What follows belongs to an exercise in optimizing a design on an open flow for small area; a production flow would make more cautious choices. Only simulation tests tie the RTL to the original design; equivalence was not proved. No activity file was given, so power comes from the tool's default toggle rates.

==> flow/run.sh <==
#!/bin/bash
# Own layout flow: the standard flow (standard synthesis unchanged), with
#  - the port buffers made from the smallest buffer (buf_1) instead of the default choice, and
set -euo pipefail
cd "$(dirname "$0")/.."
CTS="-sink_clustering_enable -repair_clock_nets -sink_clustering_size 24 -sink_clustering_max_diameter 50 -buf_list sky130_fd_sc_hd__clkbuf_16 -dont_use_dummy_load"
bash standard.sh \
  "BUFFER_PORTS_ARGS=-buffer_cell sky130_fd_sc_hd__buf_1" \
  "CTS_ARGS=$CTS" \
  finish > flow_make.log 2>&1
==> standard.sh <==
#!/bin/bash
# synth_recipe.tcl (not shown) runs the flow's synth.tcl, then flattens the netlist and writes it again
# the make line also repeats each setting of config.mk as NAME=value (left out here)
make -C /OpenROAD-flow-scripts/flow DESIGN_CONFIG=/design/flow/config.mk WORK_HOME=/design/flow/orfs CLKGATE_MAP_FILE= SYNTH_SCRIPT=/design/flow/synth_recipe.tcl "${@:-finish}"
==> config.mk <==
export PLATFORM = sky130hd
export DESIGN_NAME = qsfp_link_model
export DESIGN_NICKNAME = qsfp_link_model
export VERILOG_FILES = /design/flow/design.v
export SDC_FILE = /design/flow/constraint.sdc
export NUM_CORES = 4
export LEC_CHECK = 0
export CAP_MARGIN = 20
export CORE_MARGIN = 2
export CORE_UTILIZATION = 50
export CTS_BUF_LIST = sky130_fd_sc_hd__clkbuf_16
export CTS_CLUSTER_DIAMETER = 50
export CTS_CLUSTER_SIZE = 24
export PLACE_DENSITY = 0.62
export SLEW_MARGIN = 20
==> constraint.sdc <==
create_clock -name core_clock -period 5.0 [get_ports {clock}]
set_input_delay 1.0000 -clock core_clock [delete_from_list [all_inputs] [get_ports {clock}]]
set_output_delay 1.0000 -clock core_clock [all_outputs]
set_load 0.01 [all_outputs]
==> design.v <==
package qsfp_link_pkg;
    localparam int QSFP_DATA_BITS = 256;
    typedef struct packed {
        logic                      valid;
        logic [QSFP_DATA_BITS-1:0] bits;
    } qsfp_beat_t;
    typedef enum logic {TRAIN, UP} link_state_e;
endpackage
module qsfp_link_fifo
#(
    parameter int DATA_BITS = qsfp_link_pkg::QSFP_DATA_BITS,
    parameter int DEPTH     = 16
) (
    input  logic                 clock,
    input  logic [DEPTH-1:0]     wr_sel,
    input  logic [DEPTH-1:0]     wr_hold,
    input  logic [DATA_BITS-1:0] wr_data,
    input  logic [DEPTH-1:0]     rd_sel_n,
    input  logic [DEPTH-1:0]     rd_next_n,
    output logic [DATA_BITS-1:0] rd_data
);
    logic [DATA_BITS-1:0] mem_q [DEPTH];
    logic [DATA_BITS-1:0] mem_d [DEPTH];
    logic [DEPTH-1:0]     ph_q, ph_d;
    logic [DATA_BITS-1:0] rd_bits;
    logic                 rd_ph_q, rd_ph_d;
    always_comb begin
        rd_bits = '1;
        rd_ph_d = 1'b1;
        for (int k = 0; k < DEPTH; k++) begin
            mem_d[k] = ~((wr_data | {DATA_BITS{wr_hold[k]}}) & (mem_q[k] | {DATA_BITS{wr_sel[k]}}));
            ph_d[k]  = ~(wr_hold[k] & (ph_q[k] | wr_sel[k]));
            rd_bits  = rd_bits & (mem_q[k] | {DATA_BITS{rd_sel_n[k]}});
            rd_ph_d  = rd_ph_d & (ph_q[k] | rd_next_n[k]);
        end
    end
    assign rd_data = rd_bits ^ {DATA_BITS{rd_ph_q}};
    always_ff @(posedge clock) begin
        for (int k = 0; k < DEPTH; k++) mem_q[k] <= mem_d[k];
        ph_q    <= ph_d;
        rd_ph_q <= !rd_ph_d;
    end
endmodule
module qsfp_link_model
#(
    parameter int DATA_BITS = qsfp_link_pkg::QSFP_DATA_BITS,
    parameter int LATENCY   = 8,
    parameter int DEPTH     = 16,
    parameter int UP_DELAY  = 32
) (
    input  logic                        clock,
    input  logic                        reset,
    input  logic                        tx_valid,
    input  logic [DATA_BITS-1:0]        tx_bits,
    output logic                        tx_ready,
    output logic                        rx_valid,
    output logic [DATA_BITS-1:0]        rx_bits,
    input  logic                        rx_ready,
    output logic                        channel_up
);
    localparam int AW = $clog2(DEPTH);
    localparam int CW = $clog2(DEPTH + 1);
    localparam int UW = $clog2(UP_DELAY);
    logic [UW-1:0]      up_cnt_q;
    logic               channel_up_q;
    logic [CW-1:0]      used_q, rx_cnt_q;
    logic [AW-1:0]      wp_q, wp_h_q;
    logic [DEPTH-1:0]   rd_sel_n_q, rd_sel_n_d;
    logic [LATENCY-1:0] dl_v_q;
    logic [DEPTH-1:0]   wr_sel, wr_hold;
    logic               accept, pop, arrive;
    assign tx_ready   = channel_up_q && !used_q[CW-1];
    assign channel_up = channel_up_q;
    assign rx_valid   = rx_cnt_q != '0;
    assign accept     = tx_valid && tx_ready;
    assign pop        = rx_valid && rx_ready;
    assign arrive     = dl_v_q[LATENCY-1];
    assign rd_sel_n_d = pop ? {rd_sel_n_q[DEPTH-2:0], rd_sel_n_q[DEPTH-1]} : rd_sel_n_q;
    always_comb
        for (int k = 0; k < DEPTH; k++) begin
            wr_sel[k]  = accept && (wp_q == AW'(k));
            wr_hold[k] = !(accept && (wp_h_q == AW'(k)));
        end
    always_ff @(posedge clock) begin
        if (!reset) begin
            up_cnt_q     <= '0;
            channel_up_q <= 1'b0;
            used_q       <= '0;
            rx_cnt_q     <= '0;
            wp_q         <= '0;
            wp_h_q       <= '0;
            rd_sel_n_q   <= {{(DEPTH-1){1'b1}}, 1'b0};
            dl_v_q       <= '0;
        end else begin
            up_cnt_q     <= up_cnt_q + {{(UW-1){1'b0}}, 1'b1};
            channel_up_q <= channel_up_q || (up_cnt_q == UW'(UP_DELAY - 1));
            used_q       <= used_q + {{(CW-1){1'b0}}, accept} - {{(CW-1){1'b0}}, pop};
            rx_cnt_q     <= rx_cnt_q + {{(CW-1){1'b0}}, arrive} - {{(CW-1){1'b0}}, pop};
            wp_q         <= wp_q + {{(AW-1){1'b0}}, accept};
            wp_h_q       <= wp_h_q + {{(AW-1){1'b0}}, accept};
            rd_sel_n_q   <= rd_sel_n_d;
            dl_v_q       <= {dl_v_q[LATENCY-2:0], accept};
        end
    end
    qsfp_link_fifo #(.DATA_BITS(DATA_BITS), .DEPTH(DEPTH)) u_store (
        .clock   (clock),
        .wr_sel  (wr_sel),
        .wr_hold (wr_hold),
        .wr_data (tx_bits),
        .rd_sel_n(rd_sel_n_q),
        .rd_next_n(rd_sel_n_d),
        .rd_data (rx_bits)
    );
endmodule
==> impl_metrics.csv, run 1 <==
group,metric,value,unit
setup_path,cp.arrival,3880,ps
sta,timing.slew.headroom,14.44,%
global_routing,antenna_found_initial,117,
sta,fmax,204.8,MHz
synthesis,ys_seq_area_share,60.39,%
routing,vias,128700,
hold_path,hold_end,"dl_v_q[4]$_SDFF_PN0_",
job,max-cap-violations,0,
hold_path,hp-start,"dl_v_q[3]$_SDFF_PN0_",
sta,worstMarginPinSlew,1283,ps
setup_path,worst_setup_path_start_kind,"flop",
cts,ctsLongestPathBuffers,4,
synthesis,postSynthCellCount,13860,
cts,cts_root_buffer,"clkbuf_16",
setup_path,max_stage_delay,820,ps
cts,cts_setup_buffers,0,
cts,cts_buffers,361,
synthesis,netlist_top_cells_area,"dfxtp_1 60%, o22ai_1 28%, clkbuf_1 3.8%",
setup_path,r2r_start,"used_q[4]$_SDFF_PN0_",
synthesis,yosys.area.top_type,"dfxtp_1",
power_and_ir_drop,peakVddDrop,0.5646,mV
routing,via_per_inst,7.611,
synthesis,syn_nets,14140,
hold_path,hold_depth,1,
placed_design,gp_congestion,0.8393,
synthesis,syn-mean-instance-area,9.953,um^2
final_layout,num-nets-final,13440,
sta,finalSetupTns,0,ps
placed_design,dp_hpwl,284800,um
cts,hold_buffers,0,
final_layout,area_growth,9.615,%
synthesis,ys.flop_type,"dfxtp_1",
die,die_area,280100,um^2
global_routing,grt_max_degree,130,
final_layout,fin_cells,16910,
hold_path,min_path_type,"flop to flop",
synthesis,async_flop_share,0,%
routing,dr.pass1.iters,8,
final_layout,final_util,55.17,%
sta,rsz0062_at_grt,"false",
sta,setup_viol,0,
setup_path,critPathKind,"flop to output pin",
die,core-area,274100,um^2
sta,holdWs,430.0,ps
setup_path,crit_required,4000,ps
synthesis,yosysWarnings,4,
sta,post-route-period-util,97.67,%
sta,skew,103.3,ps
setup_path,r2r-end,"u_store.mem_q[12][203]$_DFF_P_",
synthesis,synth-edff-count,0,
outcome,status,"complete, no violations",
synthesis,synth_cell_types,42,
power_and_ir_drop,p_per_area,524.9,nW/um^2
global_routing,track_usage,39.78,%
sta,slew_viol_final,0,
routing,ant_nets,0,
die,die_y,529.3,um
routing,drt_iter0_drc,22290,
power_and_ir_drop,finalPower,79.37,mW
final_layout,layout-drive-gt1-share,5.724,%
setup_path,crit_path_end_kind,"output pin",
die,initial_utilization,50.33,%
cts,clk_pin_slew,60,ps
setup_path,reg2regPathDepth,7,
synthesis,ys_ff_latch,4161,
routing,wl_per_cell,34.95,um
cts,cts.htree.levels,5,
sta,period_minus_slack,4883,ps
routing,routed_wl,591100,um
cts,clk_latency,1010,ps
cts,cts_tree,"yes",
setup_path,crit_buf_inv,2,
setup_path,cp_top_family,"flip-flops",
synthesis,synth_top_area_share,60.39,%
placed_design,io_buffers,518,
setup_path,crit_path_top_delay_cell,"dfxtp_4",
die,dieWidth,529.3,um
die,ioPinCount,519,
setup_path,path_cells,"buf_12 > o22ai_1 > nor4_1 > nand3_1 > xnor2_1 > buf_1",
routing,drcViolationCount,0,
die,fp-row-count,192,
setup_path,reg2reg_slack,1720,ps
global_routing,grt_pass1_vias,122600,
cts,clock-sinks,4161,
power_and_ir_drop,leakage,55.41,nW
global_routing,grt-ovfl-total,0,
cts,cts-resized-gates,0,
sta,final_hold_viol_count,0,
placed_design,dp_cells,16480,
setup_path,crit_path_max_fanout,42,
global_routing,grt_pass1_wl,838300,um
synthesis,netlist_area,137900,um^2
[synthesized netlist by cell type (3+ instances only)]
cell type  instances
and2_1            15
xor2_1             8
nand3b_1           3
inv_1             19
mux2_2             3
nand3_1          154
buf_2            182
and3_1             3
dfxtp_1         4161
clkbuf_1        1401
xnor2_1          261
ha_1              17
or2_2              3
nor2_1           791
a21oi_1            6
o22ai_1         6150
nor4_1           138
nand4_1          118
a21o_1             3
o21ai_0           21
buf_1            332
nand2_1           44
[per-layer routing]
metal	track usage [%]	up-vias	part of all wire, %
met5	0	-	0.096
met4	21.18	90	5.4
met3	11.45	2170	14
met2	59.96	10780	43
met1	51.47	63570	37
li1	-	52110	-
[cells in the final DEF (no fill, tap or decap), types with 15 or more instances in the layout]
cell / synthesis / routed
diode_2: 0 / 71
inv_1: 19 / 19
nand2_4: 1 / 17
and2_1: 15 / 15
nand2_1: 44 / 28
o21ai_0: 21 / 21
dfxtp_1: 4161 / 4144
buf_12: 1 / 169
buf_1: 332 / 518
clkbuf_16: 0 / 361
nand4_1: 118 / 118
o22ai_1: 6150 / 6150
nor2_1: 791 / 775
xnor2_1: 261 / 261
nor2_4: 0 / 16
nor4_1: 138 / 138
nand3_1: 154 / 154
buf_4: 0 / 162
dfxtp_4: 0 / 17
ha_1: 17 / 17
[state kept, by name, summed over array words and instances (netlist names)]
signal           count
channel_up_q         1
dl_v_q               8
rd_sel_n_q          16
rx_cnt_q             5
u_store.mem_q     4096
u_store.ph_q        16
u_store.rd_ph_q      1
up_cnt_q             5
used_q               5
wp_h_q               4
wp_q                 4
[how the worst max path moves through the flow]
stage	from	endpoint	slack (ps)	cells after the start
after global routing	rd_sel_n_q[0]$_SDFF_PN0_	rx_bits[84]	160	7
after detailed placement	rx_ready	used_q[4]$_SDFF_PN0_	1270	13
after CTS	rd_sel_n_q[13]$_SDFF_PN1_	rx_bits[124]	340	6
after global placement	rx_ready	used_q[4]$_SDFF_PN0_	1050	13
final	rd_sel_n_q[2]$_SDFF_PN1_	rx_bits[147]	120	6
after floorplan	rx_ready	used_q[4]$_SDFF_PN0_	2070	13
[power by group]
group	leakage (nW)	switching, mW	internal [mW]
logic	13.6	13.0	6.98
clock network	4.45	11.7	12.6
registers	37.4	1.08	33.9
[stage by stage]
stage | area (um^2) | worst slack [ps]
final | 151200 | 116.6
after global routing | 151200 | 155.2
after CTS | 151000 | 336.3
after detailed placement | 142000 | 1271
after global placement | 142000 | 1049
after floorplan | 137900 | 2073
[final cells by class]
| type | instances | area (um^2) |
|---|---|---|
| fill | 23660 | 122900 |
| tap | 3686 | 4612 |
| sequential | 4161 | 83360 |
| clock buffer | 361 | 9034 |
| timing repair buffer | 850 | 6571 |
| inverter | 20 | 75.07 |
| antenna | 71 | 177.7 |
| multi-input combinational | 7763 | 47380 |
[cells by family after synthesis]
group | synth area share, %
AO/OA/AOI/OAI | 28.04
flip-flops | 60.39
buffers and inverters | 5.445
AND/OR/NAND/NOR | 4.171
XOR/XNOR | 1.708
adder cells (fa/ha/maj) | 0.1832
multiplexers | 0.06621
==> run 2, diff against run 1 <==
==> flow/run.sh (replaced) <==
#!/bin/bash
# Own layout flow: the standard flow (standard synthesis unchanged), with
#  - the port buffers made from the smallest buffer (buf_1) instead of the default choice, and
set -euo pipefail
cd "$(dirname "$0")/.."
CTS="-sink_clustering_enable -repair_clock_nets -sink_clustering_size 25 -sink_clustering_max_diameter 100 -buf_list sky130_fd_sc_hd__clkbuf_16 -dont_use_dummy_load"
bash standard.sh \
  "BUFFER_PORTS_ARGS=-buffer_cell sky130_fd_sc_hd__buf_1" \
  "CTS_ARGS=$CTS" \
  finish > flow_make.log 2>&1
==> config.mk (replaced) <==
export PLATFORM = sky130hd
export DESIGN_NAME = qsfp_link_model
export DESIGN_NICKNAME = qsfp_link_model
export VERILOG_FILES = /design/flow/design.v
export SDC_FILE = /design/flow/constraint.sdc
export NUM_CORES = 4
export LEC_CHECK = 0
export CAP_MARGIN = 20
export CORE_MARGIN = 2
export CORE_UTILIZATION = 55
export PLACE_DENSITY = 0.66
export SLEW_MARGIN = 20
==> run 2 against run 1 <==
Effect of this change: critical path depth up 1; sequential share of layout area up 1.7 points; synthesized area unchanged; worst hold slack better by 18 ps; clock power down 31%; global-route usage up 2.6 points; via count up 0.18%; fmax up 1.7%; die area down 9.0%; critical path type unchanged; critical endpoint is now rx_bits[159].
==> impl_metrics.csv, run 2 <==
group,metric,value,unit
cts,cts.htree.levels,4,
setup_path,worst_setup_path_start_kind,"flop",
placed_design,io_buffers,518,
cts,cts_buffers,184,
synthesis,async_flop_share,0,%
setup_path,cp.arrival,3800,ps
power_and_ir_drop,switchingPower,24.33,mW
power_and_ir_drop,leakage,53.36,nW
placed_design,dp_cells,16150,
final_layout,layout.cells.most_common_list,"6150 x o22ai_1, 4144 x dfxtp_1, 775 x nor2_1, 518 x buf_1, 261 x xnor2_1",
setup_path,cp_top_family,"buffers and inverters",
sta,final_hold_viol_count,0,
die,core-area,249100,um^2
power_and_ir_drop,intPower,47.54,mW
routing,dr.pass1.iters,9,
synthesis,netlist_area,137900,um^2
setup_path,crit_buf_inv,3,
synthesis,synth_top_area_share,60.39,%
placed_design,dp_hpwl,284800,um
final_layout,fin_cells,16410,
placed_design,post-place-ws,1323,ps
global_routing,grt-ovfl-total,0,
synthesis,ys_ff_latch,4161,
power_and_ir_drop,finalPower,71.87,mW
sta,period_minus_slack,4800,ps
routing,wl_per_cell,35.17,um
sta,worstMarginPinSlew,1205,ps
setup_path,crit_path_end_kind,"output pin",
power_and_ir_drop,switching_share,33.85,%
final_layout,regMostFlops,"u_store.mem_q",
sta,holdWs,447.6,ps
hold_path,min_path_type,"flop to flop",
sta,post-route-period-util,96.01,%
global_routing,grt_pass1_wl,823100,um
power_and_ir_drop,seq_power_share,48.8,%
routing,via_per_inst,7.859,
setup_path,path_cells,"buf_12 > buf_4 > o22ai_1 > nor4_1 > nand3_1 > xnor2_1 > buf_1",
final_layout,largest_reg_flops,4096,
synthesis,yosys.area.top_type,"dfxtp_1",
routing,drt_iter0_drc,22860,
die,dieWidth,504.8,um
synthesis,syn-mean-instance-area,9.953,um^2
routing,drcViolationCount,0,
synthesis,yosysWarnings,4,
outcome,status,"complete, no violations",
sta,rsz0062_at_grt,"false",
routing,vias,129000,
cts,cts_setup_buffers,0,
routing,ant_nets,0,
final_layout,num-nets-final,13290,
setup_path,critPathKind,"flop to output pin",
global_routing,grt_max_degree,134,
synthesis,syn_nets,14140,
cts,clk_latency,900,ps
sta,skew,68.21,ps
final_layout,layout_commonest_cell,"o22ai_1",
synthesis,ys_seq_area_share,60.39,%
synthesis,netlist_top_cells_area,"dfxtp_1 60%, o22ai_1 28%, clkbuf_1 3.8%",
die,die_area,254800,um^2
synthesis,ys_top_cells_by_count,"6150 x o22ai_1, 4161 x dfxtp_1, 1401 x clkbuf_1",
cts,cts_tree,"yes",
synthesis,postSynthCellCount,13860,
die,initial_utilization,55.37,%
cts,hold_buffers,0,
sta,finalWorstSetupSlack,199.7,ps
setup_path,crit_path_max_fanout,31,
global_routing,track_usage,42.39,%
cts,clk_pin_slew,100,ps
final_layout,area_growth,6.300,%
synthesis,ys.flop_type,"dfxtp_1",
setup_path,max_stage_delay,810,ps
global_routing,antenna_found_initial,113,
synthesis,synth-edff-count,0,
cts,cts_root_buffer,"clkbuf_16",
cts,clock-sinks,4161,
setup_path,crit_path_top_delay_cell,"dfxtp_4",
setup_path,crit_required,4000,ps
die,fp-row-count,183,
die,ioPinCount,519,
sta,slew_viol_final,0,
routing,routed_wl,577000,um
sta,finalSetupTns,0,ps
synthesis,synth_cell_types,42,
final_layout,largestRegisters,"u_store.mem_q: 4096 flops, rd_sel_n_q: 16 flops, u_store.ph_q: 16 flops",
sta,fmax,208.3,MHz
final_layout,layout-drive-gt1-share,4.637,%
power_and_ir_drop,p_per_area,490.1,nW/um^2
power_and_ir_drop,p_clk_share,23.4,%
power_and_ir_drop,comb_power_share,27.8,%
global_routing,grt_pass1_vias,122200,
job,max-cap-violations,0,
sta,timing.slew.headroom,19.64,%
cts,cts-resized-gates,0,
placed_design,gp_congestion,0.8468,
sta,setup_viol,0,
synthesis,yosysMostFrequentCell,"o22ai_1",
cts,ctsLongestPathBuffers,3,
die,die_y,504.8,um
power_and_ir_drop,peakVddDrop,0.4128,mV
==> run 2: cell types whose count changed in the layout (fill, tap and decap cells not counted) <==
cell	change
buf_4	+20
diode_2	+2
clkbuf_16	-177
buf_16	+1
buf_12	+6
==> run 2: worst paths after layout <==
| kind | startpoint | endpoint | slack, ps | depth (start not counted) |
|---|---|---|---|---|
| worst max-delay path | rd_sel_n_q[5]$_SDFF_PN1_ | rx_bits[159] | 200 | 7 |
| worst min-delay path | dl_v_q[3]$_SDFF_PN0_ | dl_v_q[4]$_SDFF_PN0_ | 450 | 1 |
| worst max register to register | used_q[4]$_SDFF_PN0_ | u_store.mem_q[2][65]$_DFF_P_ | 1640 | 5 |
| worst min register to register | dl_v_q[3]$_SDFF_PN0_ | dl_v_q[4]$_SDFF_PN0_ | 450 | 1 |
==> run 2: layout make-up <==
class / instances / area, um^2
timing repair buffer: 877 / 6869
sequential: 4161 / 83360
multi-input combinational: 7763 / 47380
inverter: 20 / 75.07
antenna: 73 / 182.7
tap: 3330 / 4167
clock buffer: 184 / 4604
fill: 21120 / 102500
==> run 2: worst register-to-register path, delay by kind of cell (launching register included) <==
family,cells,cell delay (ps)
simple gates,3,2010
compound gates,1,270
buf+inv,1,620
flops,1,340
==> run 2: cells by family after synthesis <==
group	after synthesis	share of synthesized area, %
flops	4161	60.39
fa+ha+maj	19	0.1832
mux	8	0.06621
simple gates	1281	4.171
compound gates	6186	28.04
xor+xnor	269	1.708
buf+inv	1936	5.445
==> run 2: metal layers <==
metal	GRT usage [%]	part of all wire, %
met1	54.93	37
met2	63.88	43
met3	11.92	14
met4	23.29	6.0
met5	0	0.095
==> run 2: power by group through the flow <==
stage / clock (mW) / combinational, mW / sequential (mW)
4_1_cts: 16.7 / 19.2 / 35.0
2_1_floorplan: 0 / 12.3 / 34.9
6_report: 16.8 / 20.0 / 35.1
3_5_place_dp: 0 / 19.1 / 35.7
5_1_grt: 17.8 / 20.8 / 35.1
3_3_place_gp: 0 / 19.0 / 35.7
==> run 2: per-stage QoR <==
step                instance area [um^2]  utilization [%]
global placement                  141800            56.92
CTS                               146500            58.79
floorplan                         137900                -
global route                      146600            58.84
finish                            146600            58.86
detailed placement                141900            56.94
==> run 3, diff against run 2 <==
--- a/config.mk
+++ b/config.mk
@@ -7,6 +7,6 @@
 export LEC_CHECK = 0
 export CAP_MARGIN = 20
 export CORE_MARGIN = 2
-export CORE_UTILIZATION = 55
-export PLACE_DENSITY = 0.66
+export CORE_UTILIZATION = 60
+export PLACE_DENSITY = 0.7
 export SLEW_MARGIN = 20
==> run 3 against run 2 <==
Effect of this change: worst hold slack got worse by 5.9 ps; first-iteration DRC count grew 6.4%; still clean; register-to-register slack lost 150 ps; total power fell by 0.79%; count of clock-buffer cells in the layout unchanged.
==> impl_metrics.csv, run 3 <==
group,metric,value,unit
cts,cts_setup_buffers,0,
final_layout,multi_input_area,47390,um^2
cts,cts-resized-gates,0,
synthesis,synth_simple_gate_area_share,4.171,%
setup_path,worst_setup_path_start_kind,"flop",
synthesis,ys_ff_latch,4161,
synthesis,yosysWarnings,4,
setup_path,cp.arrival,3820,ps
sta,timing.slew.headroom,17.93,%
hold_path,hold_depth,1,
synthesis,synth-compound-area-share,28.04,%
synthesis,synthMuxAreaShare,0.06621,%
final_layout,fin_area,145800,um^2
die,initial_utilization,60.18,%
sta,finalSetupTns,0,ps
cts,ctsLongestPathBuffers,3,
setup_path,path_cells,"buf_4 > o22ai_1 > nor2_1 > nand4_1 > xnor2_1 > buf_1",
routing,vias,129000,
final_layout,final_util,63.62,%
power_and_ir_drop,p_per_area,488.9,nW/um^2
synthesis,synth-xor-area-share,1.708,%
synthesis,synth-edff-count,0,
sta,final_hold_viol_count,0,
hold_path,hp-start,"dl_v_q[4]$_SDFF_PN0_",
setup_path,r2r_start,"channel_up_q$_SDFF_PN0_",
synthesis,ys.flop_type,"dfxtp_1",
routing,drt_iter0_drc,24320,
synthesis,synth_top_area_share,60.39,%
cts,cts_root_buffer,"clkbuf_16",
sta,skew,59.96,ps
die,die_area,233800,um^2
cts,cts_buffers,184,
synthesis,synth_cell_types,42,
hold_path,min_path_type,"flop to flop",
sta,fmax,207.5,MHz
global_routing,grt_max_degree,135,
global_routing,antenna_found_initial,106,
setup_path,reg2reg_slack,1490,ps
sta,period_minus_slack,4819,ps
synthesis,async_flop_share,0,%
final_layout,regMostFlops,"u_store.mem_q",
sta,worstMarginPinSlew,1231,ps
die,core-area,229200,um^2
cts,clk_pin_slew,100,ps
sta,holdWs,441.8,ps
final_layout,num-nets-final,13260,
routing,via_per_inst,8.025,
final_layout,layout.cells.most_common_list,"6150 x o22ai_1, 4144 x dfxtp_1, 775 x nor2_1, 518 x buf_1, 261 x xnor2_1",
final_layout,num-fill-cells,18310,
die,ioPinCount,519,
power_and_ir_drop,peakVddDrop,0.3120,mV
setup_path,crit_path_top_delay_cell,"dfxtp_4",
setup_path,crit_path_max_fanout,32,
cts,cts.htree.levels,4,
outcome,status,"complete, no violations",
global_routing,globalRouteMet1Util,58.06,%
placed_design,io_buffers,518,
job,max-cap-violations,0,
die,die_y,483.5,um
sta,slew_viol_final,0,
routing,drcViolationCount,0,
synthesis,synthAdderAreaFrac,0.1832,%
routing,wl_per_cell,34.97,um
global_routing,met2_usage,67.40,%
synthesis,yosysMostFrequentCell,"o22ai_1",
cts,clock-sinks,4161,
global_routing,grt_pass1_vias,122300,
synthesis,syn-mean-instance-area,9.953,um^2
routing,dr.pass1.iters,8,
power_and_ir_drop,finalPower,71.30,mW
synthesis,postSynthCellCount,13860,
synthesis,yosys.area.top_type,"dfxtp_1",
placed_design,place_area,141000,um^2
synthesis,synth_top_family_by_area,"compound AO/OA/AOI/OAI gates",
global_routing,track_usage,45.02,%
routing,routed_wl,562300,um
setup_path,r2r-end,"u_store.mem_q[6][62]$_DFF_P_",
placed_design,gp_congestion,0.8504,
final_layout,layout-drive-gt1-share,4.468,%
cts,cts_tree,"yes",
final_layout,regArea,83360,um^2
global_routing,grt-ovfl-total,0,
cts,clk_latency,910,ps
setup_path,critPathKind,"flop to output pin",
cts,hold_buffers,0,
global_routing,met3_usage,12.87,%
global_routing,busiest_layer,"met2",
die,fp-row-count,176,
setup_path,crit_path_end_kind,"output pin",
final_layout,largest_reg_flops,4096,
global_routing,grt_pass1_wl,805000,um
synthesis,ys_seq_area_share,60.39,%
setup_path,max_stage_delay,920,ps
final_layout,layout_commonest_cell,"o22ai_1",
setup_path,reg2regPathDepth,8,
hold_path,hold_end,"dl_v_q[5]$_SDFF_PN0_",
synthesis,netlist_top_cells_area,"dfxtp_1 60%, o22ai_1 28%, clkbuf_1 3.8%",
die,dieWidth,483.5,um
placed_design,dp_hpwl,278100,um
sta,post-route-period-util,96.37,%
power_and_ir_drop,leakage,53.15,nW
final_layout,largestRegisters,"u_store.mem_q: 4096 flops, rd_sel_n_q: 16 flops, u_store.ph_q: 16 flops",
routing,ant_nets,0,
setup_path,crit_required,4000,ps
synthesis,netlist_area,137900,um^2
sta,rsz0062_at_grt,"false",
synthesis,ys_top_cells_by_count,"6150 x o22ai_1, 4161 x dfxtp_1, 1401 x clkbuf_1",
synthesis,syn_nets,14140,
final_layout,area_growth,5.723,%
sta,setup_viol,0,
run 3: cell count changes in the layout (fill, tap and decap cells not counted):
cell,delta
buf_16,-2
nor3b_2,+1
buf_4,-7
nor3_2,+1
nor3b_1,-1
buf_12,-16
nor3_1,-1
diode_2,+1
run 3: worst max-delay path by stage:
stage | startpoint | cells after the start | endpoint | slack, ps
2_1_floorplan | rx_ready | 13 | used_q[4]$_SDFF_PN0_ | 2070
3_3_place_gp | tx_valid | 5 | u_store.mem_q[4][89]$_DFF_P_ | 1320
3_5_place_dp | tx_valid | 5 | u_store.mem_q[4][79]$_DFF_P_ | 1130
4_1_cts | rd_sel_n_q[10]$_SDFF_PN1_ | 7 | rx_bits[90] | 440
5_1_grt | rd_sel_n_q[2]$_SDFF_PN1_ | 6 | rx_bits[186] | 190
6_report | rd_sel_n_q[2]$_SDFF_PN1_ | 6 | rx_bits[119] | 180
run 3: routing by layer:
| metal | part of all wire [%] | vias up | wire [um] |
|---|---|---|---|
| li1 | - | 51700 | - |
| met1 | 36 | 62760 | 200700 |
| met2 | 43 | 11840 | 242200 |
| met3 | 15 | 2658 | 82540 |
| met4 | 6.5 | 74 | 36290 |
| met5 | 0.094 | - | 529 |
run 3: worst max-delay path: cells and delay by family, from the launching register on:
| kind | cells | cell delay [ps] |
|---|---|---|
| flip-flops | 1 | 920 |
| buffers and inverters | 2 | 830 |
| AND/OR/NAND/NOR | 2 | 690 |
| XOR/XNOR | 1 | 360 |
| AO/OA/AOI/OAI | 1 | 150 |
run 3: area by class of cell:
class                   instances  share of cell area, %
flip-flops and latches       4161                  57.16
multi-input cells            7763                  32.49
repair buffers                852                  4.417
clock buffers                 184                  3.157
well taps                    3026                  2.596
diodes                         74                 0.1270
inverters                      20                0.05148
run 3: cell families after synthesis:
group	after synthesis
xor+xnor	269
simple gates	1281
fa+ha+maj	19
flops	4161
buf+inv	1936
mux	8
compound gates	6186
run 3: report_power, final:
group	switching (mW)	leakage (nW)	internal, mW
clock	10.2	2.27	6.59
sequential	1.09	37.4	33.9
combinational	12.6	13.5	6.93
total	23.9	53.1	47.4
run 3: stage by stage:
step / setup slack, ps / cells
after detailed placement: 1132 / 15820
after global routing: 194.0 / 16060
after CTS: 437.8 / 16010
final: 181.5 / 16080
after global placement: 1317 / 15820
after floorplan: 2073 / 13860
==> run 4, diff against run 3 <==
==> flow/run.sh (replaced) <==
#!/bin/bash
# Own layout flow: the standard flow (standard synthesis unchanged), with
#  - the port buffers made from the smallest buffer (buf_1) instead of the default choice, and
set -euo pipefail
cd "$(dirname "$0")/.."
CTS="-sink_clustering_enable -repair_clock_nets -sink_clustering_size 16 -sink_clustering_max_diameter 80 -buf_list sky130_fd_sc_hd__clkbuf_8 -dont_use_dummy_load"
bash standard.sh \
  "BUFFER_PORTS_ARGS=-buffer_cell sky130_fd_sc_hd__buf_1" \
  "CTS_ARGS=$CTS" \
  finish > flow_make.log 2>&1
--- a/config.mk
+++ b/config.mk
@@ -5,8 +5,8 @@
 export SDC_FILE = /design/flow/constraint.sdc
 export NUM_CORES = 4
 export LEC_CHECK = 0
-export CAP_MARGIN = 20
+export CAP_MARGIN = 10
 export CORE_MARGIN = 2
 export CORE_UTILIZATION = 60
 export PLACE_DENSITY = 0.7
-export SLEW_MARGIN = 20
+export SLEW_MARGIN = 10
==> run 4 against run 3 <==
Effect of this change: now fails the layout checks on setup timing; die area is the same; via count is 0.86% higher; clock power decreased by 4%; non-clock buffer count up 6; setup slack got worse by 280 ps; first-iteration DRC count is 0.66% lower; total power is 0.79% lower; wire length grew 0.80%; critical path type unchanged; critical endpoint is now rx_bits[43]; largest cell class unchanged; largest power group unchanged.
==> impl_metrics.csv, run 4 <==
group,metric,value,unit
final_layout,largest_reg_flops,4096,
final_layout,largestRegisters,"u_store.mem_q: 4096 flops, rd_sel_n_q: 16 flops, u_store.ph_q: 16 flops",
global_routing,antenna_found_initial,108,
placed_design,io_buffers,518,
setup_path,worst_setup_path_start_kind,"flop",
routing,vias,130100,
synthesis,ys.flop_type,"dfxtp_1",
sta,timing.slew.headroom,16.04,%
placed_design,gp_congestion,0.8504,
sta,slew_viol_final,0,
sta,finalWorstSetupSlack,-101.9,ps
synthesis,ys_seq_area_share,60.39,%
power_and_ir_drop,switching_share,34.30,%
cts,cts.htree.levels,5,
hold_path,min_path_type,"primary input to flop",
sta,fmax,196.0,MHz
cts,hold_buffers,0,
routing,drt_iter0_drc,24160,
sta,worstMarginPinSlew,1259,ps
global_routing,grt-ovfl-total,0,
power_and_ir_drop,p_clk_share,22.7,%
cts,ctsLongestPathBuffers,4,
routing,ant_nets,0,
cts,cts_tree,"yes",
synthesis,netlist_top_cells_area,"dfxtp_1 60%, o22ai_1 28%, clkbuf_1 3.8%",
setup_path,crit_buf_inv,2,
sta,finalSetupTns,-109.5,ps
global_routing,grt_max_degree,135,
setup_path,crit_path_max_fanout,33,
power_and_ir_drop,switchingPower,24.26,mW
synthesis,async_flop_share,0,%
power_and_ir_drop,p_per_area,485.7,nW/um^2
die,dieWidth,483.5,um
sta,holdWs,326.7,ps
synthesis,netlist_area,137900,um^2
die,die_y,483.5,um
synthesis,ys_ff_latch,4161,
die,initial_utilization,60.18,%
final_layout,num-nets-final,13390,
power_and_ir_drop,seq_power_share,49.4,%
routing,routed_wl,566800,um
die,core-area,229200,um^2
synthesis,synth_top_area_share,60.39,%
final_layout,layout_commonest_cell,"o22ai_1",
synthesis,yosys.area.top_type,"dfxtp_1",
synthesis,yosysMostFrequentCell,"o22ai_1",
cts,clk_pin_slew,100,ps
synthesis,synth-edff-count,0,
power_and_ir_drop,intPower,46.48,mW
setup_path,crit_required,4000,ps
power_and_ir_drop,peakVddDrop,0.3377,mV
power_and_ir_drop,comb_power_share,27.9,%
setup_path,cp_top_family,"simple AND/OR/NAND/NOR gates",
synthesis,ys_top_cells_by_count,"6150 x o22ai_1, 4161 x dfxtp_1, 1401 x clkbuf_1",
placed_design,dp_cells,15820,
synthesis,yosysWarnings,4,
final_layout,regMostFlops,"u_store.mem_q",
placed_design,dp_hpwl,278100,um
setup_path,max_stage_delay,850,ps
global_routing,grt_pass1_wl,809400,um
sta,final_hold_viol_count,0,
routing,dr.pass1.iters,9,
job,max-cap-violations,0,
synthesis,syn-mean-instance-area,9.953,um^2
outcome,status,"failed layout checks",
sta,setup_viol,2,
cts,clk_latency,1140,ps
final_layout,layout.cells.most_common_list,"6150 x o22ai_1, 4144 x dfxtp_1, 775 x nor2_1, 518 x buf_1, 310 x clkbuf_8",
cts,clock-sinks,4161,
setup_path,crit_path_top_delay_cell,"dfxtp_4",
final_layout,multi_input_area,47390,um^2
final_layout,regArea,83360,um^2
placed_design,post-place-ws,1132,ps
final_layout,fin_cells,16220,
setup_path,path_cells,"buf_4 > o22ai_1 > nor4_1 > nand3_1 > xnor2_1 > buf_1",
setup_path,crit_path_end_kind,"output pin",
setup_path,critPathKind,"flop to output pin",
routing,via_per_inst,8.026,
final_layout,area_growth,5.575,%
setup_path,cp.arrival,4100,ps
final_layout,num-fill-cells,18440,
cts,cts_root_buffer,"clkbuf_8",
routing,drcViolationCount,0,
die,fp-row-count,176,
final_layout,layout-drive-gt1-share,5.430,%
synthesis,synth_cell_types,42,
global_routing,track_usage,45.25,%
routing,wl_per_cell,34.95,um
synthesis,postSynthCellCount,13860,
die,ioPinCount,519,
sta,skew,79.78,ps
die,die_area,233800,um^2
sta,post-route-period-util,102.0,%
cts,cts_buffers,310,
sta,period_minus_slack,5102,ps
global_routing,grt_pass1_vias,123400,
power_and_ir_drop,leakage,53.17,nW
outcome,so.violations,"setup timing",
synthesis,syn_nets,14140,
-- run 4: changes by cell type in the layout (fill, tap and decap cells not counted) --
| cell | change |
|---|---|
| clkbuf_8 | +310 |
| diode_2 | +4 |
| xnor2_2 | +1 |
| nor3b_2 | -1 |
| nor3b_1 | +1 |
| buf_12 | +6 |
| xnor2_1 | -1 |
| clkbuf_16 | -184 |
-- run 4: power groups by stage --
stage | clock network, mW | registers (mW) | logic (mW)
floorplan | 0 | 34.9 | 12.3
global placement | 0 | 35.6 | 18.6
detailed placement | 0 | 35.7 | 18.7
CTS | 15.8 | 34.9 | 18.8
global route | 17.0 | 35.0 | 20.5
finish | 16.1 | 34.9 | 19.8
-- run 4: final cells by class --
cell class	count	area share, %
inverter	20	0.05155
antenna	78	0.1340
timing repair buffer	858	4.505
multi-input combinational	7763	32.54
sequential	4161	57.24
tap	3026	2.600
clock buffer	310	2.930
-- run 4: routing by layer --
layer	wire [um]	track usage (%)	vias to the layer above
met3	84780	13.26	2857
met2	242100	67.30	12260
li1	-	-	51880
met4	37570	27.67	76
met5	519	0	-
met1	201900	58.08	63070
-- run 4: worst paths after layout --
kind / start / to / slack (ps) / cells past startpoint
max reg2reg: channel_up_q$_SDFF_PN0_ / u_store.mem_q[5][100]$_DFF_P_ / 1520 / 7
max: rd_sel_n_q[6]$_SDFF_PN1_ / rx_bits[43] / -100 / 6
min: tx_bits[35] / u_store.mem_q[9][35]$_DFF_P_ / 330 / 2
min reg2reg: dl_v_q[4]$_SDFF_PN0_ / dl_v_q[5]$_SDFF_PN0_ / 420 / 1
-- run 4: through the flow --
step	util, %	cell area (um^2)	power, mW
after global routing	63.50	145600	72.55
after floorplan	-	137900	47.27
final	63.53	145600	70.74
after CTS	63.39	145300	69.53
after global placement	61.53	141000	54.20
after detailed placement	61.53	141000	54.38
-- run 4: kinds of logic after synthesis --
group	count (synthesis)	share of synthesized area (%)
AOI/OAI and AO/OA	6186	28.04
DFF	4161	60.39
adders and majority gates	19	0.1832
muxes	8	0.06621
buffers and inverters	1936	5.445
xor gates and xnor gates	269	1.708
and+or+nand+nor	1281	4.171
-- run 4: repair_timing --
item	in CTS	in global routing
setup buffers	0	6
setup endpoints to repair	0	6
gates resized for setup	0	1
-- run 4: worst reg2reg max path, stage by stage (launching register included) --
cell and delay, ps:
dfxtp_1 690, nand2b_1 270, inv_1 260, nand2_1 80, nor2_1 600, nand2_4 480, buf_12 480, o22ai_1 550
==> run 5, diff against run 4 <==
--- a/config.mk
+++ b/config.mk
@@ -7,6 +7,6 @@
 export LEC_CHECK = 0
 export CAP_MARGIN = 10
 export CORE_MARGIN = 2
-export CORE_UTILIZATION = 60
-export PLACE_DENSITY = 0.7
+export CORE_UTILIZATION = 55
+export PLACE_DENSITY = 0.66
 export SLEW_MARGIN = 10
==> run 5 against run 4 <==
Effect of this change: now clean on timing, DRC and antenna; critical path type unchanged; critical endpoint is now rx_bits[27]; critical path depth unchanged; global-route usage down 2.7 points; register-to-register slack improved by 120 ps.
==> impl_metrics.csv, run 5 <==
group,metric,value,unit
power_and_ir_drop,p_clk_share,22.7,%
power_and_ir_drop,comb_power_share,28.2,%
synthesis,synth-edff-count,0,
synthesis,yosys.area.top_type,"dfxtp_1",
routing,wl_per_cell,35.17,um
sta,fmax,200.5,MHz
synthesis,synth_top_family_by_area,"compound AO/OA/AOI/OAI gates",
power_and_ir_drop,seq_power_share,49.2,%
global_routing,antenna_found_initial,120,
synthesis,synth_simple_gate_area_share,4.171,%
synthesis,ys_top_cells_by_count,"6150 x o22ai_1, 4161 x dfxtp_1, 1401 x clkbuf_1",
routing,drt_iter0_drc,23480,
global_routing,track_usage,42.53,%
die,die_area,254800,um^2
setup_path,max_stage_delay,950,ps
die,dieWidth,504.8,um
cts,cts.htree.levels,5,
placed_design,gp_congestion,0.8468,
final_layout,num-fill-cells,21160,
sta,rsz0062_at_grt,"false",
global_routing,grt_pass1_wl,825400,um
hold_path,hp-start,"reset",
setup_path,crit_path_max_fanout,36,
power_and_ir_drop,switching_share,34.62,%
sta,period_minus_slack,4987,ps
global_routing,grt-ovfl-total,0,
synthesis,synthMuxAreaShare,0.06621,%
placed_design,dp_hpwl,284500,um
final_layout,largestRegisters,"u_store.mem_q: 4096 flops, rd_sel_n_q: 16 flops, u_store.ph_q: 16 flops",
sta,setup_viol,0,
setup_path,r2r-end,"u_store.mem_q[2][180]$_DFF_P_",
setup_path,critPathKind,"flop to output pin",
hold_path,min_path_type,"primary input to flop",
routing,ant_nets,0,
cts,clock-sinks,4161,
setup_path,reg2regPathDepth,5,
sta,worstMarginPinSlew,1198,ps
die,die_y,504.8,um
setup_path,cp.arrival,3990,ps
final_layout,layout-drive-gt1-share,5.574,%
synthesis,synth-xor-area-share,1.708,%
sta,finalSetupTns,0,ps
final_layout,fin_area,146300,um^2
cts,clk_latency,1170,ps
synthesis,netlist_top_cells_area,"dfxtp_1 60%, o22ai_1 28%, clkbuf_1 3.8%",
synthesis,yosysMostFrequentCell,"o22ai_1",
setup_path,crit_path_end_kind,"output pin",
final_layout,largest_reg_flops,4096,
setup_path,crit_end,"rx_bits[27]",
synthesis,synthAdderAreaFrac,0.1832,%
job,max-cap-violations,0,
synthesis,synth_cell_types,42,
cts,cts_buffers,310,
setup_path,r2r_start,"used_q[4]$_SDFF_PN0_",
final_layout,layout_commonest_cell,"o22ai_1",
final_layout,layout.cells.most_common_list,"6150 x o22ai_1, 4144 x dfxtp_1, 775 x nor2_1, 518 x buf_1, 310 x clkbuf_8",
cts,hold_buffers,0,
routing,vias,130000,
routing,drcViolationCount,0,
cts,clk_pin_slew,100,ps
routing,routed_wl,581400,um
sta,slew_viol_final,0,
sta,timing.slew.headroom,20.13,%
power_and_ir_drop,switchingPower,24.66,mW
power_and_ir_drop,finalPower,71.23,mW
final_layout,final_util,58.74,%
synthesis,syn-mean-instance-area,9.953,um^2
synthesis,async_flop_share,0,%
power_and_ir_drop,leakage,53.33,nW
global_routing,grt_pass1_vias,122800,
power_and_ir_drop,intPower,46.57,mW
setup_path,crit_path_start,"rd_sel_n_q[8]$_SDFF_PN1_",
routing,via_per_inst,7.861,
sta,skew,64.98,ps
final_layout,area_growth,6.073,%
cts,cts_tree,"yes",
power_and_ir_drop,peakVddDrop,0.3518,mV
cts,cts_root_buffer,"clkbuf_8",
sta,post-route-period-util,99.73,%
cts,ctsLongestPathBuffers,4,
global_routing,grt_max_degree,134,
synthesis,ys_ff_latch,4161,
synthesis,ys_seq_area_share,60.39,%
placed_design,place_area,141800,um^2
setup_path,reg2reg_slack,1640,ps
routing,dr.pass1.iters,9,
outcome,status,"complete, no violations",
die,initial_utilization,55.37,%
sta,final_hold_viol_count,0,
final_layout,multi_input_area,47380,um^2
die,core-area,249100,um^2
setup_path,crit_required,4000,ps
synthesis,yosysWarnings,4,
synthesis,synth_top_area_share,60.39,%
setup_path,crit_path_top_delay_cell,"dfxtp_4",
final_layout,num-nets-final,13410,
die,ioPinCount,519,
power_and_ir_drop,p_per_area,486.8,nW/um^2
sta,holdWs,336.0,ps
final_layout,regArea,83360,um^2
die,fp-row-count,183,
final_layout,regMostFlops,"u_store.mem_q",
synthesis,syn_nets,14140,
setup_path,worst_setup_path_start_kind,"flop",
synthesis,ys.flop_type,"dfxtp_1",
setup_path,path_cells,"buf_12 > o22ai_1 > nor4_1 > nand3_1 > xnor2_1 > buf_1",
synthesis,synth-compound-area-share,28.04,%
synthesis,netlist_area,137900,um^2
synthesis,postSynthCellCount,13860,
placed_design,io_buffers,518,
==> run 5: cell counts after synthesis <==
No cell type changed its count.
==> run 5: cell type report <==
type / instances / area share, %
flip-flops and latches: 4161 / 56.97
multi-input cells: 7763 / 32.38
repair buffers: 879 / 4.712
clock buffers: 310 / 2.916
well taps: 3330 / 2.847
diodes: 70 / 0.1197
inverters: 20 / 0.05131
==> run 5: power by group through the flow <==
| stage | logic [mW] | registers, mW | clock network, mW |
|---|---|---|---|
| 3_5_place_dp | 19.1 | 35.7 | 0 |
| 6_report | 20.1 | 35.0 | 16.1 |
| 3_3_place_gp | 19.0 | 35.7 | 0 |
| 2_1_floorplan | 12.3 | 34.9 | 0 |
| 4_1_cts | 19.2 | 35.0 | 16.0 |
| 5_1_grt | 20.9 | 35.1 | 17.2 |
==> run 5: kinds of logic after synthesis <==
logic type | Yosys count
AOI/OAI and AO/OA | 6186
DFF | 4161
and+or+nand+nor | 1281
adders and majority gates | 19
xor gates and xnor gates | 269
muxes | 8
buffers and inverters | 1936
==> run 5: critical path, delay by kind of cell (launching register included) <==
kind / cells / cell delay, ps
buffers and inverters: 2 / 600
XOR/XNOR: 1 / 440
AND/OR/NAND/NOR: 2 / 680
flip-flops: 1 / 950
AO/OA/AOI/OAI: 1 / 160
==> run 5: per-stage QoR <==
step	setup slack, ps	instances
2_1_floorplan	2073	13860
3_3_place_gp	1337	16150
3_5_place_dp	1331	16150
4_1_cts	68.73	16460
5_1_grt	43.40	16510
6_report	13.32	16530
==> run 5: layer usage <==
metal  global-route usage (%)  part of all wire [%]  vias up
li1                         -                     -    51920
met1                    55.27                    36    63620
met2                    63.55                    43    11750
met3                    12.18                    14     2579
met4                    23.73                   6.1       96
met5                  0.03754                  0.11        -
==> run 5: worst min-delay path by stage <==
stage	endpoint	slack (ps)	cells after the start
final	rd_sel_n_q[12]$_SDFF_PN1_	340	3
after global routing	rd_sel_n_q[6]$_SDFF_PN1_	320	3
after CTS	rd_sel_n_q[10]$_SDFF_PN1_	260	3
after detailed placement	dl_v_q[2]$_SDFF_PN0_	420	1
after global placement	dl_v_q[4]$_SDFF_PN0_	420	1
after floorplan	dl_v_q[1]$_SDFF_PN0_	410	1
==> run 5: what timing repair did <==
item | CTS | global route
setup endpoints to repair | 0 | 9
buffers inserted | 0 | 3
gates resized for setup | 0 | 1

[re-timing with driven ports]
In the flow no input, the clock included, has a driving cell. The finished layouts below were timed again as built, in two steps. Step 1, drivers: a clkbuf_16 drives clock and a buf_2 each remaining input, both assumed. Step 2, shift: input delay + t, output delay - t, t = (earliest + latest rising clock arrival at the registers) / 2. This alone moves slack from input paths to output paths. Slacks: ideal / step 1 / step 2; pairs: ideal / step 1.
| run | t (ns) | slack for setup (ns) | worst setup path at the end | worst slew at a driven data input, ns | pins driven straight from the clock port |
|---|---|---|---|---|---|
| run 1 | 1.044 | 0.117 / 0.012 / 0.961 | input to register | 0.22 | 1 |
| run 2 | 0.974 | 0.200 / 0.101 / 1.075 | register to output | 0.28 | 1 |
| run 3 | 0.969 | 0.181 / 0.079 / 1.048 | register to output | 0.31 | 1 |
| run 4 | 1.218 | -0.102 / -0.200 / 0.822 | input to register | 0.31 | 1 |
| run 5 | 1.239 | 0.013 / -0.097 / 1.132 | input to register | 0.26 | 1 |
